What follows belongs to an exercise in optimizing a design on an open flow for small area; a production flow would make more cautious choices.
Function was checked by simulation only, so behaviour that the tests miss may differ from the original.
Power is estimated from default activity; no workload was simulated.

// reg_file_sb
module reg_file_sb #(
    parameter int XLEN   = 32,
    parameter int NREGS  = 32,
    parameter int NRD    = 2,
    parameter int BYPASS = 1,
    localparam int AW    = $clog2(NREGS)
) (
    input  logic                clock,
    input  logic                reset,
    input  logic                WR_EN,
    input  logic                SET,
    input  logic                RESET,
    input  logic [AW-1:0]       write_select,
    input  logic [XLEN-1:0]     data_in,
    input  logic [NRD*AW-1:0]   rd_select,
    output logic [NRD*XLEN-1:0] rd_data,
    output logic [NRD-1:0]      rd_busy,
    input  logic                alloc_valid,
    input  logic [AW-1:0]       alloc_sel,
    output logic                alloc_ready,
    output logic [AW:0]         busy_count
);
Size: roughly 4800 cells after synthesis, roughly 1100 flip-flops, ~130 I/O pins, ~43000 µm² of cells after synthesis.
==> flow/config.mk <==
export PLATFORM = sky130hd
export DESIGN_NAME = reg_file_sb
export DESIGN_NICKNAME = reg_file_sb
export VERILOG_FILES = /design/flow/design.v
export SDC_FILE = /design/flow/constraint.sdc
export NUM_CORES = 4
export LEC_CHECK = 0
export CAP_MARGIN = 40
export CORE_MARGIN = 2
export CORE_UTILIZATION = 30
export PLACE_DENSITY = 0.4
export SLEW_MARGIN = 40
==> flow/constraint.sdc <==
create_clock -name core_clock -period 10.0 [get_ports {clock}]
set_input_delay 2.0000 -clock core_clock [delete_from_list [all_inputs] [get_ports {clock}]]
set_output_delay 2.0000 -clock core_clock [all_outputs]
set_load 0.01 [all_outputs]
standard.sh (not shown) runs the stock make flow with config.mk's settings and CLKGATE_MAP_FILE= SYNTH_SCRIPT=/design/flow/synth_recipe.tcl, a recipe that flattens the netlist after the stock synthesis.
==> flow/flow/run.sh <==
#!/bin/bash
# Layout flow: the standard ORFS flow, with two changes:
#  - synthesis is the standard synthesis script (synth_recipe.tcl) with ABC's
#    mapping script swapped for an area-oriented one (flow/area.abc); the
#    registers, their names and cell types are those of the standard synthesis;
#  - the remaining ORFS steps run with the extra settings in flow/knobs.
# Each tool's output goes to a log file of its own in this folder.
set -euo pipefail
W=$(pwd)

cat > "$W/own_synth.tcl" <<EOF
proc abc {args} {
  set i [lsearch -exact \$args -script]
  if { \$i >= 0 } { lset args [expr {\$i + 1}] {$W/flow/area.abc} }
  yosys abc {*}\$args
}
source {$W/synth_recipe.tcl}
EOF

KNOBS=()
if [[ -f "$W/flow/knobs" ]]; then
  while read -r line; do
    [[ -z "$line" || "$line" == \#* ]] && continue
    KNOBS+=("$line")
  done < "$W/flow/knobs"
fi

make -C "$FLOW_HOME" DESIGN_CONFIG="$W/config.mk" WORK_HOME="$W/orfs" CLKGATE_MAP_FILE= \
  SYNTH_SCRIPT="$W/own_synth.tcl" synth > "$W/synth.log" 2>&1
bash "$W/standard.sh" "${KNOBS[@]}" finish > "$W/layout.log" 2>&1
==> flow/flow/area.abc <==
strash
&get -n
&fraig -x
&put
scorr
dc2
strash
&get -n
&dch -f
&nf -R 1000
&put
==> flow/flow/knobs <==
# extra ORFS make variables for the steps after synthesis, one per line
REMOVE_ABC_BUFFERS=1
BUFFER_PORTS_ARGS=-buffer_cell sky130_fd_sc_hd__buf_1
CTS_ARGS=-sink_clustering_enable -repair_clock_nets -dont_use_dummy_load -buf_list sky130_fd_sc_hd__clkbuf_8 -sink_clustering_size 16 -sink_clustering_max_diameter 60
The starting point passed the timing, design-rule and antenna checks.
Rerun with:
Settings changed: CAP_MARGIN 40 to 20, SLEW_MARGIN 40 to 20.
Die area is unchanged.
Clock-buffer cell count came out higher by 3.
Via count falls by 0.42%.
Worst setup slack improves by 11 ps.
Area after synthesis does not change.
Power decreases by 0.64%.
First-iteration DRC count increases by 1.2%.
Fmax stays flat.
Sequential share of layout area came out higher by 0.46 points.
Wire length stays flat.
Cell count drops by 0.40%.

* * *

== run a ==
The RTL this note starts from:
==> flow/design.v <==
module reg_file_sb #(
    parameter int XLEN   = 32,
    parameter int NREGS  = 32,
    parameter int NRD    = 2,
    parameter int BYPASS = 1,
    localparam int AW    = $clog2(NREGS)
) (
    input  logic                clock,
    input  logic                reset,
    input  logic                WR_EN,
    input  logic                SET,
    input  logic                RESET,
    input  logic [AW-1:0]       write_select,
    input  logic [XLEN-1:0]     data_in,
    input  logic [NRD*AW-1:0]   rd_select,
    output logic [NRD*XLEN-1:0] rd_data,
    output logic [NRD-1:0]      rd_busy,
    input  logic                alloc_valid,
    input  logic [AW-1:0]       alloc_sel,
    output logic                alloc_ready,
    output logic [AW:0]         busy_count
);
    localparam int NPAIR = NREGS / 2;    
    logic [NREGS*XLEN-1:XLEN] regs;     
    logic [NREGS*XLEN-1:XLEN] nheld;    
    logic [NREGS*XLEN-1:XLEN] d;        
    logic [NREGS-1:0] valid;
    logic [NREGS-1:0] we;
    logic [NREGS-1:0] wdec;             
    logic [2*NREGS-1:0] nwe;     
    logic [2*NREGS-1:0] hold;          
    logic [2*XLEN-1:0]  ncv_c;    
    logic [NREGS-1:0] busy;
    logic [NREGS-1:0] busy_next;
    logic             commit;
    logic [XLEN-1:0]  commit_val;
    logic [XLEN-1:0]  ncv;
    logic             alloc_acc;
    logic             count_inc;
    logic             count_dec;
    assign commit = (WR_EN || RESET || SET) && (write_select != '0) && !reset;
    always_comb begin
        commit_val = '0;
        if (WR_EN) begin
            commit_val = data_in;
        end else if (RESET) begin
            commit_val = '0;
        end else begin
            commit_val = XLEN'(1);
        end
    end
    assign ncv = ~commit_val;
    for (genvar c = 0; c < 2; c++) begin : g_ncv
        assign ncv_c[c*XLEN] = ncv[0];
        for (genvar j = 1; j < XLEN; j++) begin : g_bit
            rf_nand2 u_ncv (.a(WR_EN), .b(data_in[j]), .y(ncv_c[c*XLEN + j]));
        end
    end
    always_comb begin
        for (int i = 0; i < NREGS; i++) begin
            wdec[i] = (write_select == AW'(i));
            we[i]   = commit && wdec[i];
        end
        we[0] = 1'b0;
    end
    for (genvar c = 0; c < 2; c++) begin : g_ctl
        assign nwe[c*NREGS]  = 1'b1;
        assign hold[c*NREGS] = 1'b0;
        for (genvar i = 1; i < NREGS; i++) begin : g_reg
            rf_nand2 u_nwe  (.a(commit), .b(wdec[i]), .y(nwe[c*NREGS + i]));
            rf_and2  u_hold (.a(valid[i]), .b(nwe[c*NREGS + i]), .y(hold[c*NREGS + i]));
        end
    end
    assign alloc_ready = (alloc_sel == '0) || !busy[alloc_sel]
                       || (commit && (write_select == alloc_sel));
    assign alloc_acc   = alloc_valid && alloc_ready && (alloc_sel != '0);
    always_comb begin
        busy_next = busy;
        if (commit) begin
            busy_next[write_select] = 1'b0;
        end
        if (alloc_acc) begin
            busy_next[alloc_sel] = 1'b1;
        end
        busy_next[0] = 1'b0;
    end
    always_comb begin
        count_inc = alloc_acc && !busy[alloc_sel];
        count_dec = commit && busy[write_select]
                  && !(alloc_acc && (alloc_sel == write_select));
    end
    for (genvar i = 1; i < NREGS; i++) begin : g_reg
        for (genvar j = 0; j < XLEN; j++) begin : g_bit
            rf_nand2 u_held (
                .a(regs[i*XLEN + j]), .b(hold[(j / (XLEN/2))*NREGS + i]), .y(nheld[i*XLEN + j])
            );
            rf_o21ai u_next (
                .a1(nwe[(j / (XLEN/2))*NREGS + i]), .a2(ncv_c[(i / (NREGS/2))*XLEN + j]),
                .b1(nheld[i*XLEN + j]), .y(d[i*XLEN + j])
            );
        end
    end
    always_ff @(posedge clock) begin
        regs <= d;
    end
    always_ff @(posedge clock or posedge reset) begin
        if (reset) begin
            valid <= '0;
        end else begin
            valid <= valid | we;
        end
    end
    always_ff @(posedge clock or posedge reset) begin
        if (reset) begin
            busy       <= '0;
            busy_count <= '0;
        end else begin
            busy       <= busy_next;
            busy_count <= busy_count + {{AW{1'b0}}, count_inc} - {{AW{1'b0}}, count_dec};
        end
    end
    for (genvar p = 0; p < NRD; p++) begin : g_rd
        logic [AW-1:0]    sel;
        logic             hit;
        logic             nhit;
        logic             same_alloc;
        logic [2*NREGS-1:0] ndec;     
        logic [7:0]       pa;           
        logic [3:0]       pb;           
        assign sel        = rd_select[p*AW +: AW];
        assign hit        = (BYPASS != 0) && commit && (write_select == sel);
        assign nhit       = !hit;
        assign same_alloc = alloc_acc && (alloc_sel == sel);
        always_comb begin
            for (int k = 0; k < 8; k++) pa[k] = (sel[4:2] == 3'(k));
            for (int l = 0; l < 4; l++) pb[l] = (sel[1:0] == 2'(l));
        end
        for (genvar c = 0; c < 2; c++) begin : g_dec
            assign ndec[c*NREGS] = 1'b1;
            for (genvar i = 1; i < NREGS; i++) begin : g_reg
                rf_nand2 u_ndec (.a(pa[i / 4]), .b(pb[i % 4]), .y(ndec[c*NREGS + i]));
            end
        end
        for (genvar j = 0; j < XLEN; j++) begin : g_bit
            logic [NPAIR-1:0]   pair;
            logic [NPAIR/4-1:0] nquad;
            for (genvar k = 0; k < NPAIR; k++) begin : g_pair
                if (2*k + 2 < NREGS) begin : g_rr
                    rf_o22ai u_pair (
                        .a1(nheld[(2*k+1)*XLEN + j]), .a2(ndec[(j / (XLEN/2))*NREGS + 2*k+1]),
                        .b1(nheld[(2*k+2)*XLEN + j]), .b2(ndec[(j / (XLEN/2))*NREGS + 2*k+2]),
                        .y(pair[k])
                    );
                end else begin : g_rf
                    rf_o22ai u_pair (
                        .a1(nheld[(2*k+1)*XLEN + j]), .a2(ndec[(j / (XLEN/2))*NREGS + 2*k+1]),
                        .b1(nhit), .b2(ncv[j]),
                        .y(pair[k])
                    );
                end
            end
            for (genvar q = 0; q < NPAIR/4; q++) begin : g_quad
                rf_nor4 u_quad (
                    .a(pair[4*q]), .b(pair[4*q+1]), .c(pair[4*q+2]), .d(pair[4*q+3]),
                    .y(nquad[q])
                );
            end
            rf_nand4 u_out (
                .a(nquad[0]), .b(nquad[1]), .c(nquad[2]), .d(nquad[3]),
                .y(rd_data[p*XLEN + j])
            );
        end
        assign rd_busy[p] = busy[sel] && !(hit && !same_alloc);
    end
endmodule
module rf_nand2 (input logic a, input logic b, output logic y);
    assign y = !(a && b);
endmodule
module rf_and2 (input logic a, input logic b, output logic y);
    assign y = a && b;
endmodule
module rf_o21ai (input logic a1, input logic a2, input logic b1, output logic y);
    assign y = !((a1 || a2) && b1);
endmodule
module rf_o22ai (
    input logic a1, input logic a2, input logic b1, input logic b2, output logic y
);
    assign y = !((a1 || a2) && (b1 || b2));
endmodule
module rf_nor4 (
    input logic a, input logic b, input logic c, input logic d, output logic y
);
    assign y = !(a || b || c || d);
endmodule
module rf_nand4 (
    input logic a, input logic b, input logic c, input logic d, output logic y
);
    assign y = !(a && b && c && d);
endmodule
clock: 10.0 ns
lec_check: 0
cap_margin: 20
core_margin: 2
core_utilization: 35
place_density: 0.45
slew_margin: 20
==> flow/flow/run.sh <==
#!/bin/bash
# Layout flow: the standard ORFS flow, with two changes:
#  - synthesis is the standard synthesis script (synth_recipe.tcl) run with the
#    design's hierarchy kept until after technology mapping (so each small gate
#    module rf_* of the RTL is mapped on its own), and with ABC's mapping script
#    swapped for an area-oriented one (flow/area.abc). synth_recipe.tcl then
#    flattens the design as usual; the registers, their names and cell types are
#    those of the standard synthesis;
#  - the remaining ORFS steps run with the extra settings in flow/knobs.
# Each tool's output goes to a log file of its own in this folder.
set -euo pipefail
W=$(pwd)

cat > "$W/own_synth.tcl" <<EOF
proc abc {args} {
  set i [lsearch -exact \$args -script]
  if { \$i >= 0 } { lset args [expr {\$i + 1}] {$W/flow/area.abc} }
  yosys abc {*}\$args
}
source {$W/synth_recipe.tcl}
EOF

KNOBS=()
if [[ -f "$W/flow/knobs" ]]; then
  while read -r line; do
    [[ -z "$line" || "$line" == \#* ]] && continue
    KNOBS+=("$line")
  done < "$W/flow/knobs"
fi

make -C "$FLOW_HOME" DESIGN_CONFIG="$W/config.mk" WORK_HOME="$W/orfs" CLKGATE_MAP_FILE= \
  SYNTH_SCRIPT="$W/own_synth.tcl" SYNTH_HIERARCHICAL=1 SYNTH_MINIMUM_KEEP_SIZE=0 \
  synth > "$W/synth.log" 2>&1
bash "$W/standard.sh" "${KNOBS[@]}" finish > "$W/layout.log" 2>&1
Scripts as last shown in full above: flow/flow/area.abc, flow/flow/knobs
Here is what was changed in the inputs of run b compared with run a.
Settings: swapping 35 for 30 in CORE_UTILIZATION; swapping 0.45 for 0.4 in PLACE_DENSITY.
Notes after the runs:
- Run b vs. run a: post-CTS clock slew at the launch and capture registers of the worst setup and hold paths climbed 20 ps, reported leakage power essentially unchanged, fraction of layout cells with a size suffix above 1 held steady.

## separate check: timing with driven ports
How much do the figures lean on ideal ports? The routed layouts below were timed once more, with nothing changed but the port constraints.
Step 1 assumes that a clkbuf_16 drives the clock port and a buf_2 every other input.
Step 2 times the ports against the registers' clock, not the clock port: input delays grow and output delays shrink by t, the midpoint of the rising clock arrivals with the driver on.
Three values: ideal ports, drivers, drivers and shift; two values: the first two.
run | t, ns | setup WS [ns] | worst setup path at the end | clock arrival spread, ns | slew at the worst register clock pin (ns)
the first run of note 1 | 0.970 | 0.972 / 0.949 / 0.949 | input to output | 0.153 / 0.153 | 0.11 / 0.11
the second run of note 1 | 0.937 | 0.984 / 0.961 / 0.961 | input to output | 0.138 / 0.138 | 0.11 / 0.11
run a | 0.895 | 0.853 / 0.831 / 0.831 | input to output | 0.069 / 0.069 | 0.11 / 0.11
run b | 0.881 | 0.652 / 0.627 / 0.627 | input to output | 0.088 / 0.089 | 0.10 / 0.10
After both steps every run listed still meets setup and hold. For run b, which loses most, drivers alone change the setup slack by -0.025 ns; drivers and shift together by -0.025 ns.
